Source: an optimization exercise on an open RTL-to-GDS flow (aim: small area, a short achievable clock period and few clock cycles per item). Production flows keep margins and buffers that such runs may drop.
No activity file was given, so power comes from the tool's default toggle rates.

delta:
==> flow/design.v (excerpt) <==
module gcode_block_parser_top #(
	parameter int AXIS_WORD_CHARS = 15,
	parameter int INT_WORD_DIGITS = 4
) (
	input  logic        clk,
	input  logic        arst_n,
	input  logic        cfg_we,
	input  logic [7:0]  cfg_wdata,
	input  logic        char_valid,
	input  logic [7:0]  char_in,
	output logic        char_ready,
	output logic        block_valid,
	input  logic        block_ready,
	output logic [13:0] block_number,
	output logic [1:0]  code_letter,
	output logic [6:0]  code_number,
	output logic [13:0] feed_value,
	output logic [13:0] repeat_count,
	output logic [31:0] x_milli,
	output logic [31:0] y_milli,
	output logic [31:0] z_milli,
	output logic [31:0] a_milli
);
Size in the first run: roughly 1800 cells after synthesis, roughly 270 flip-flops, roughly 200 I/O pins, about 14000 um^2 of cells after synthesis.
Settings: LEC_CHECK=0, ABC_AREA=1, CAP_MARGIN=20, CORE_MARGIN=2, CORE_UTILIZATION=40, SETUP_SLACK_MARGIN=4.5, SLEW_MARGIN=20; clock period 8.0 ns.
standard.sh (not shown) runs the stock make flow with config.mk's settings and CLKGATE_MAP_FILE= SYNTH_SCRIPT=/design/flow/synth_recipe.tcl, a recipe that flattens the netlist after the stock synthesis.
==> flow/flow/run.sh <==
#!/bin/bash
set -euo pipefail
bash standard.sh "BUFFER_PORTS_ARGS=-buffer_cell sky130_fd_sc_hd__buf_1" finish > flow_make.log 2>&1
The final layout from delta, which completed every stage, passed the timing, DRC and antenna checks at the end of the flow.
Relative to delta, the following input files were edited for gamma:
Settings: swapping 4.5 for 5 in SETUP_SLACK_MARGIN.
## What came out
When gamma is set beside delta, its routed wire length turns out to be 11% larger. Compared with delta, in gamma wire length of the first global-routing pass increased about 6%; fraction of power consumed by combinational cells climbed 7.8 points; maximum number of pins on one net before global-route repair went down. Per the comparison of gamma with delta, ratio of total power to cell area lower, design area picked up an extra 1900 um^2.
No functional check of the RTL was part of any run of this note.

========
the baseline:
gcode_block_parser_top, a different RTL version from the one above (not shown whole).
Size: ~2000 cells after synthesis, about 270 flip-flops, roughly 200 I/O pins.
Settings: LEC_CHECK=0, ABC_AREA=1, CAP_MARGIN=20, CORE_MARGIN=2, CORE_UTILIZATION=40, CTS_BUF_LIST=sky130_fd_sc_hd__clkbuf_16, CTS_CLUSTER_DIAMETER=120, CTS_CLUSTER_SIZE=20, SETUP_SLACK_MARGIN=4.7, SLEW_MARGIN=20; clock period 8.0 ns.
Scripts as last shown in full above: flow/flow/run.sh
Modified inputs, the candidate compared to the baseline
--- a/flow/config.mk
+++ b/flow/config.mk
@@ -13,4 +13,4 @@
 export CTS_CLUSTER_DIAMETER = 120
 export CTS_CLUSTER_SIZE = 20
-export SETUP_SLACK_MARGIN = 4.7
+export SETUP_SLACK_MARGIN = 5
 export SLEW_MARGIN = 20
==> notes.md <==
- The internal power summed over all cells of the candidate exceeds that of the baseline by 4.7%.
- Changes observed in the candidate relative to the baseline: cell area rose by 2.7%, layout buffering overhead excluding clock cells higher, power rose 4.6%, headroom to the max-slew limit decreased by 0.21 points relative to the old numbers.
- From the baseline to the candidate the numbers moved as follows: logic depth of the worst register-to-register path went up by 2; share of total power in sequential cells went down by 1.7 points; maximum clock frequency went up by 5.3%.
Function was not checked in any run of this note: the RTL went through the layout flow alone.

========
before:
gcode_block_parser_top, a different RTL version from the one above (not shown whole).
Size in the first run: ~2200 cells after synthesis, about 270 flip-flops, ~200 I/O pins, roughly 16000 µm² of cells after synthesis.
==> flow/config.mk <==
export PLATFORM = sky130hd
export DESIGN_NAME = gcode_block_parser_top
export DESIGN_NICKNAME = gcode_block_parser_top
export VERILOG_FILES = /design/flow/design.v
export SDC_FILE = /design/flow/constraint.sdc
export NUM_CORES = 4
export LEC_CHECK = 0
export ABC_AREA = 1
export CAP_MARGIN = 20
export CORE_MARGIN = 2
export CORE_UTILIZATION = 40
export SETUP_SLACK_MARGIN = 5
export SLEW_MARGIN = 20
==> flow/constraint.sdc <==
create_clock -name core_clock -period 8.0 [get_ports {clk}]
set_input_delay 1.6000 -clock core_clock [delete_from_list [all_inputs] [get_ports {clk}]]
set_output_delay 1.6000 -clock core_clock [all_outputs]
set_load 0.01 [all_outputs]
Scripts as last shown in full above: flow/flow/run.sh
before | status: complete | timing, DRC, antenna: pass
The following lists how after was set up differently from before:
- SETUP_SLACK_MARGIN now 4.5, was 5
Notes after the runs:
after against before: first-pass GRT wire length shows an increase of about 0.6%, met3 layer usage reported by global route moved up, design area decreased about 7%, latest clock arrival within the worst-skew pair now sits higher, fill cell total of the finished layout went up by about 2%. Setup fix buffers added after clock tree synthesis down 8 in after wrt before. Compared to before, after has part of the cycle the worst path needs 3.9 points higher. after vs before: overall global routing resource usage up. Taking before as the reference point, the number of logic stages on the critical path including buffering of after rises by 3. Diff before..after | per-cell routed wire length | negligible.
No functional check of the RTL was part of any run of this note.

separate check: timing with driven ports:
How much do the figures lean on ideal ports? The routed layouts below were timed once more, with nothing changed but the port constraints.
Step 1 sets driving cells, clkbuf_16 on the clock port and buf_2 on the other inputs (assumed; they add their load-dependent delay and slew).
Step 2 adds t to the input delays and takes it off the output delays; t is the mean of the earliest and latest rising clock arrival at the registers after step 1. Input paths then give back, and output paths get back, about the clock's delay inside the block.
Slacks: no drivers / after step 1 / after step 2; pairs: no drivers / after step 1.
| run | t, ns | setup WS [ns] | hold WS [ns] | clock arrival spread, ns | worst data-port slew with drivers (ns) |
|---|---|---|---|---|---|
| delta | 0.613 | 4.651 / 4.651 / 4.507 | 0.480 / 0.480 / 0.480 | 0.026 / 0.026 | 0.03 |
| gamma | 0.619 | 4.614 / 4.614 / 4.614 | 0.485 / 0.485 / 0.485 | 0.029 / 0.030 | 0.03 |
| the baseline | 0.557 | 4.886 / 4.886 / 4.447 | 0.485 / 0.485 / 0.485 | 0.022 / 0.022 | 0.04 |
| the candidate | 0.556 | 5.043 / 5.043 / 4.629 | 0.485 / 0.485 / 0.485 | 0.023 / 0.022 | 0.04 |
| before | 0.611 | 5.020 / 5.020 / 4.597 | 0.475 / 0.475 / 0.475 | 0.018 / 0.018 | 0.04 |
| after | 0.635 | 4.711 / 4.711 / 4.553 | 0.475 / 0.475 / 0.475 | 0.024 / 0.024 | 0.05 |
After both steps every run listed still meets setup and hold. The setup slack of the baseline, which loses most, moves by 0.000 ns with the drivers and by -0.439 ns with both steps.
